What follows belongs to an exercise in optimizing a design on an open flow for small area, a short achievable clock period and few clock cycles per item; a production flow would make more cautious choices.
Only simulation tests tie the RTL to the original design; equivalence was not proved.
Power figures rest on the tool's default switching activity, not on a simulated workload.

trial 44:
==> flow/design.v <==
`timescale 1ns/1ps
`default_nettype none
module mem_island_top (
   input  wire logic         clk_i,
   input  wire logic         rst_ni,
   input  wire logic         narrow_req_i,
   output      logic         narrow_gnt_o,
   input  wire logic [15:0]  narrow_addr_i,
   input  wire logic         narrow_we_i,
   input  wire logic [31:0]  narrow_wdata_i,
   input  wire logic [3:0]   narrow_strb_i,
   output      logic         narrow_rvalid_o,
   output      logic [31:0]  narrow_rdata_o,
   input  wire logic         wide_req_i,
   output      logic         wide_gnt_o,
   input  wire logic [15:0]  wide_addr_i,
   input  wire logic         wide_we_i,
   input  wire logic [63:0]  wide_wdata_i,
   input  wire logic [7:0]   wide_strb_i,
   output      logic         wide_rvalid_o,
   output      logic [63:0]  wide_rdata_o
);
   logic [127:0][31:0] mem_q;
   logic        n_nogo_q, n_gnt_q, n_acc;
   logic        n_v_q;
   logic [31:0] n_wd_q;
   logic [7:0][3:0] n_lo_st_q;    
   logic [15:0]     n_hi_q;       
   logic [1:0][3:0] n_bsel_q;     
   logic [7:0]      n_bank_q;     
   logic [7:0]  n_lo_oh;
   logic [15:0] n_hi_oh;
   logic        n_wr_nxt, n_rd_nxt;
   assign narrow_gnt_o = n_gnt_q;
   assign n_acc        = narrow_req_i & ~n_nogo_q;
   assign n_wr_nxt     = n_acc &  narrow_we_i;
   assign n_rd_nxt     = n_acc & ~narrow_we_i;
   always_comb begin
      n_lo_oh = '0;
      n_hi_oh = '0;
      n_lo_oh[narrow_addr_i[4:2]] = 1'b1;
      n_hi_oh[narrow_addr_i[8:5]] = 1'b1;
   end
   always_ff @(posedge clk_i or negedge rst_ni) begin
      if (!rst_ni) n_v_q <= 1'b0;
      else         n_v_q <= n_acc;
   end
   always_ff @(posedge clk_i) begin
      n_wd_q <= narrow_wdata_i;
      n_hi_q <= n_hi_oh;
      for (int l = 0; l < 8; l++) begin
         n_lo_st_q[l] <= {4{n_wr_nxt & n_lo_oh[l]}} & narrow_strb_i;
         n_bank_q[l]  <= n_rd_nxt & n_lo_oh[l];
      end
      for (int p = 0; p < 2; p++) begin
         n_bsel_q[p] <= {4{n_wr_nxt & (narrow_addr_i[2] == p[0])}} & narrow_strb_i;
      end
   end
   logic        w_v_q, w_we_q;
   logic [5:0]  w_a_q;
   logic [63:0] w_wd_q;
   logic [7:0]  w_st_q;
   logic        w_acc, w_adv, w_blk_q, w_blk_nxt, w_gnt_q;
   logic [1:0]  w_lost_q;
   logic        wv_nxt, wwe_nxt;
   logic [5:0]  wa_nxt;
   logic [63:0] wwd_nxt;
   logic [7:0]  wst_nxt;
   assign wide_gnt_o = w_gnt_q;
   assign w_acc      = wide_req_i & ~w_blk_q;
   assign w_adv      = ~w_blk_q;
   always_comb begin
      if (!w_adv) begin
         wv_nxt  = w_v_q;
         wwe_nxt = w_we_q;
         wa_nxt  = w_a_q;
         wwd_nxt = w_wd_q;
         wst_nxt = w_st_q;
      end else begin
         wv_nxt  = w_acc;
         wwe_nxt = wide_we_i;
         wa_nxt  = wide_addr_i[8:3];
         wwd_nxt = wide_wdata_i;
         wst_nxt = wide_strb_i;
      end
   end
   logic [3:0] wst_half_nxt;
   assign wst_half_nxt = narrow_addr_i[2] ? wst_nxt[7:4] : wst_nxt[3:0];
   assign w_blk_nxt = n_acc & wv_nxt &
                      ((~narrow_we_i & ~wwe_nxt & (narrow_addr_i[4:3] == wa_nxt[1:0])) |
                       ( narrow_we_i &  wwe_nxt & |(narrow_strb_i & wst_half_nxt)));
   always_ff @(posedge clk_i or negedge rst_ni) begin
      if (!rst_ni) begin
         w_v_q    <= 1'b0;
         w_blk_q  <= 1'b0;
         w_lost_q <= '0;
         n_nogo_q <= 1'b0;
      end else begin
         w_v_q   <= wv_nxt;
         w_blk_q <= w_blk_nxt;
         if (w_blk_q) begin
            if (w_lost_q != 2'd3) w_lost_q <= w_lost_q + 2'd1;
         end else begin
            w_lost_q <= '0;
         end
         n_nogo_q <= w_blk_q & (w_lost_q >= 2'd2);
      end
   end
   always_ff @(posedge clk_i) begin
      n_gnt_q <= ~(w_blk_q & (w_lost_q >= 2'd2));
      w_gnt_q <= ~w_blk_nxt;
   end
   always_ff @(posedge clk_i) begin
      w_we_q <= wwe_nxt;
      w_a_q  <= wa_nxt;
      w_wd_q <= wwd_nxt;
      w_st_q <= wst_nxt;
   end
   logic [3:0][1:0][3:0] w_lo_st_q;    
   logic [15:0]          w_hi_q;       
   logic [3:0]           w_pair_q;     
   logic [3:0]           w_m_oh;
   logic [15:0]          w_hi_oh;
   always_comb begin
      w_m_oh  = '0;
      w_hi_oh = '0;
      w_m_oh[wa_nxt[1:0]]  = 1'b1;
      w_hi_oh[wa_nxt[5:2]] = 1'b1;
   end
   always_ff @(posedge clk_i) begin
      w_hi_q   <= w_hi_oh & {16{~w_blk_nxt}};
      w_pair_q <= w_m_oh;
      for (int m = 0; m < 4; m++) begin
         for (int h = 0; h < 2; h++) begin
            w_lo_st_q[m][h] <= {4{wv_nxt & wwe_nxt & w_m_oh[m]}} & wst_nxt[4*h +: 4];
         end
      end
   end
   logic [1:0][31:0] bus_d;
   logic [15:0]      w_hi_ok;
   assign w_hi_ok = w_hi_q;
   always_comb begin
      for (int p = 0; p < 2; p++) begin
         for (int j = 0; j < 4; j++) begin
            bus_d[p][8*j +: 8] = n_bsel_q[p][j] ? n_wd_q[8*j +: 8] : w_wd_q[32*p + 8*j +: 8];
         end
      end
   end
   for (genvar w = 0; w < 128; w++) begin : gen_word
      for (genvar j = 0; j < 4; j++) begin : gen_byte
         logic en;
         assign en = (n_lo_st_q[w % 8][j] & n_hi_q[w / 8]) |
                     (w_lo_st_q[(w % 8) / 2][w % 2][j] & w_hi_ok[w / 8]);
         always_ff @(posedge clk_i) begin
            if (en) mem_q[w][8*j +: 8] <= bus_d[w % 2][8*j +: 8];
         end
      end
   end
   logic [7:0][15:0] row_oh;
   always_comb begin
      for (int b = 0; b < 8; b++) begin
         row_oh[b] = n_bank_q[b] ? n_hi_q : w_hi_q;
      end
   end
   logic [7:0][31:0] bank_out;
   always_comb begin
      for (int b = 0; b < 8; b++) begin
         bank_out[b] = '0;
         for (int r = 0; r < 16; r++) begin
            bank_out[b] = bank_out[b] | (mem_q[r*8 + b] & {32{row_oh[b][r]}});
         end
      end
   end
   logic [31:0] n_rdata_d;
   logic [63:0] w_rdata_d;
   always_comb begin
      n_rdata_d = '0;
      w_rdata_d = '0;
      for (int b = 0; b < 8; b++) begin
         n_rdata_d = n_rdata_d | (bank_out[b] & {32{n_bank_q[b]}});
      end
      for (int m = 0; m < 4; m++) begin
         w_rdata_d = w_rdata_d | ({bank_out[2*m+1], bank_out[2*m]} & {64{w_pair_q[m]}});
      end
   end
   logic        n_rv_q, w_rv_q;
   logic [31:0] n_rdata_q;
   logic [63:0] w_rdata_q;
   always_ff @(posedge clk_i) begin
      n_rv_q <= n_v_q;
      w_rv_q <= w_v_q & ~w_blk_q;
   end
   always_ff @(posedge clk_i) begin
      n_rdata_q <= n_rdata_d;
      w_rdata_q <= w_rdata_d;
   end
   assign narrow_rvalid_o = n_rv_q;
   assign narrow_rdata_o  = n_rdata_q;
   assign wide_rvalid_o   = w_rv_q;
   assign wide_rdata_o    = w_rdata_q;
endmodule
`default_nettype wire
export LEC_CHECK = 0
export CAP_MARGIN = 20
export CELL_PAD_IN_SITES_DETAIL_PLACEMENT = 1
export CELL_PAD_IN_SITES_GLOBAL_PLACEMENT = 2
export CORE_MARGIN = 2
export CORE_UTILIZATION = 55
export CTS_CLUSTER_DIAMETER = 100
export CTS_CLUSTER_SIZE = 20
export PLACE_DENSITY = 0.65
export SETUP_SLACK_MARGIN = 5.0
export SLEW_MARGIN = 20
create_clock -name core_clock -period 8.0 [get_ports {clk_i}]
run.sh (not shown) runs the stock make flow with config.mk's settings and CLKGATE_MAP_FILE= SYNTH_SCRIPT=/design/flow/synth_recipe.tcl, a recipe that flattens the netlist after the stock synthesis.
Testbench counts of trial 44, summed over its fixed seeds: cycles 12,431, items 20,000.
[inputs] build 67 vs trial 44
--- a/flow/design.v
+++ b/flow/design.v
@@ -27,5 +27,5 @@
    logic [7:0][3:0] n_lo_st_q;    
    logic [15:0]     n_hi_q;       
-   logic [1:0][3:0] n_bsel_q;     
+   logic [3:0][3:0] n_bsel_q;     
    logic [7:0]      n_bank_q;     
    logic [7:0]  n_lo_oh;
@@ -53,6 +53,6 @@
          n_bank_q[l]  <= n_rd_nxt & n_lo_oh[l];
       end
-      for (int p = 0; p < 2; p++) begin
-         n_bsel_q[p] <= {4{n_wr_nxt & (narrow_addr_i[2] == p[0])}} & narrow_strb_i;
+      for (int p = 0; p < 4; p++) begin
+         n_bsel_q[p] <= {4{n_wr_nxt & (narrow_addr_i[3:2] == p[1:0])}} & narrow_strb_i;
       end
    end
@@ -89,5 +89,6 @@
    assign w_blk_nxt = n_acc & wv_nxt &
                       ((~narrow_we_i & ~wwe_nxt & (narrow_addr_i[4:3] == wa_nxt[1:0])) |
-                       ( narrow_we_i &  wwe_nxt & |(narrow_strb_i & wst_half_nxt)));
+                       ( narrow_we_i &  wwe_nxt & (narrow_addr_i[3] == wa_nxt[0]) &
+                         |(narrow_strb_i & wst_half_nxt)));
    always_ff @(posedge clk_i or negedge rst_ni) begin
       if (!rst_ni) begin
@@ -137,11 +138,11 @@
       end
    end
-   logic [1:0][31:0] bus_d;
+   logic [3:0][31:0] bus_d;
    logic [15:0]      w_hi_ok;
    assign w_hi_ok = w_hi_q;
    always_comb begin
-      for (int p = 0; p < 2; p++) begin
+      for (int p = 0; p < 4; p++) begin
          for (int j = 0; j < 4; j++) begin
-            bus_d[p][8*j +: 8] = n_bsel_q[p][j] ? n_wd_q[8*j +: 8] : w_wd_q[32*p + 8*j +: 8];
+            bus_d[p][8*j +: 8] = n_bsel_q[p][j] ? n_wd_q[8*j +: 8] : w_wd_q[32*(p % 2) + 8*j +: 8];
          end
       end
@@ -153,5 +154,5 @@
                      (w_lo_st_q[(w % 8) / 2][w % 2][j] & w_hi_ok[w / 8]);
          always_ff @(posedge clk_i) begin
-            if (en) mem_q[w][8*j +: 8] <= bus_d[w % 2][8*j +: 8];
+            if (en) mem_q[w][8*j +: 8] <= bus_d[w % 4][8*j +: 8];
          end
       end
## What came out
Cell area | build 67 vs trial 44 | build 67 larger. Post-synthesis mux area share ends up higher on build 67. ~same CTS sink count in build 67 and trial 44. In the tables for build 67 and trial 44, worst setup slack reads lower with build 67. Compare build 67 and trial 44 | area after synthesis higher: build 67. Relative to trial 44, part of the power in combinational logic decreased by 0.3 points in build 67. Area fraction in and, or, nand and nor cells after synthesis: build 67 vs trial 44, no meaningful difference. Sequential cell area in the final layout: build 67 vs trial 44 — no meaningful difference. Looking only at count of plain and timing-repair buffers, and setting everything else aside, the lower value of build 67 and trial 44 goes to build 67. There was hardly any difference in number of flip-flops and latches in the synthesized netlist between trial 44 and build 67.
Testbench counts of build 67, summed over its fixed seeds: cycles 12,281, items 20,000.

what the ideal ports hide:
In the flow no input, the clock included, has a driving cell. The finished layouts below were timed again as built, in two steps. Step 1 (the two cells are an assumption about what drives the block):
set clk [get_ports {clk_i}]
set_driving_cell -lib_cell sky130_fd_sc_hd__clkbuf_16 $clk
set_driving_cell -lib_cell sky130_fd_sc_hd__buf_2 [delete_from_list [all_inputs] $clk]
Step 2 adds t to the input delays and takes it off the output delays; t is the mean of the earliest and latest rising clock arrival at the registers after step 1. Input paths then give back, and output paths get back, about the clock's delay inside the block. Slacks: ideal / step 1 / step 2; pairs: ideal / step 1.
| run | shift t [ns] | setup slack, ns | worst setup path at the end |
|---|---|---|---|
| trial 44 | 1.079 | 4.765 / 4.677 / 4.103 | input to register |
| build 67 | 1.083 | 4.662 / 4.662 / 3.928 | input to register |
After both steps every run listed still meets setup and hold. The setup slack of build 67, which loses most, moves by 0.000 ns with the drivers and by -0.734 ns with both steps.
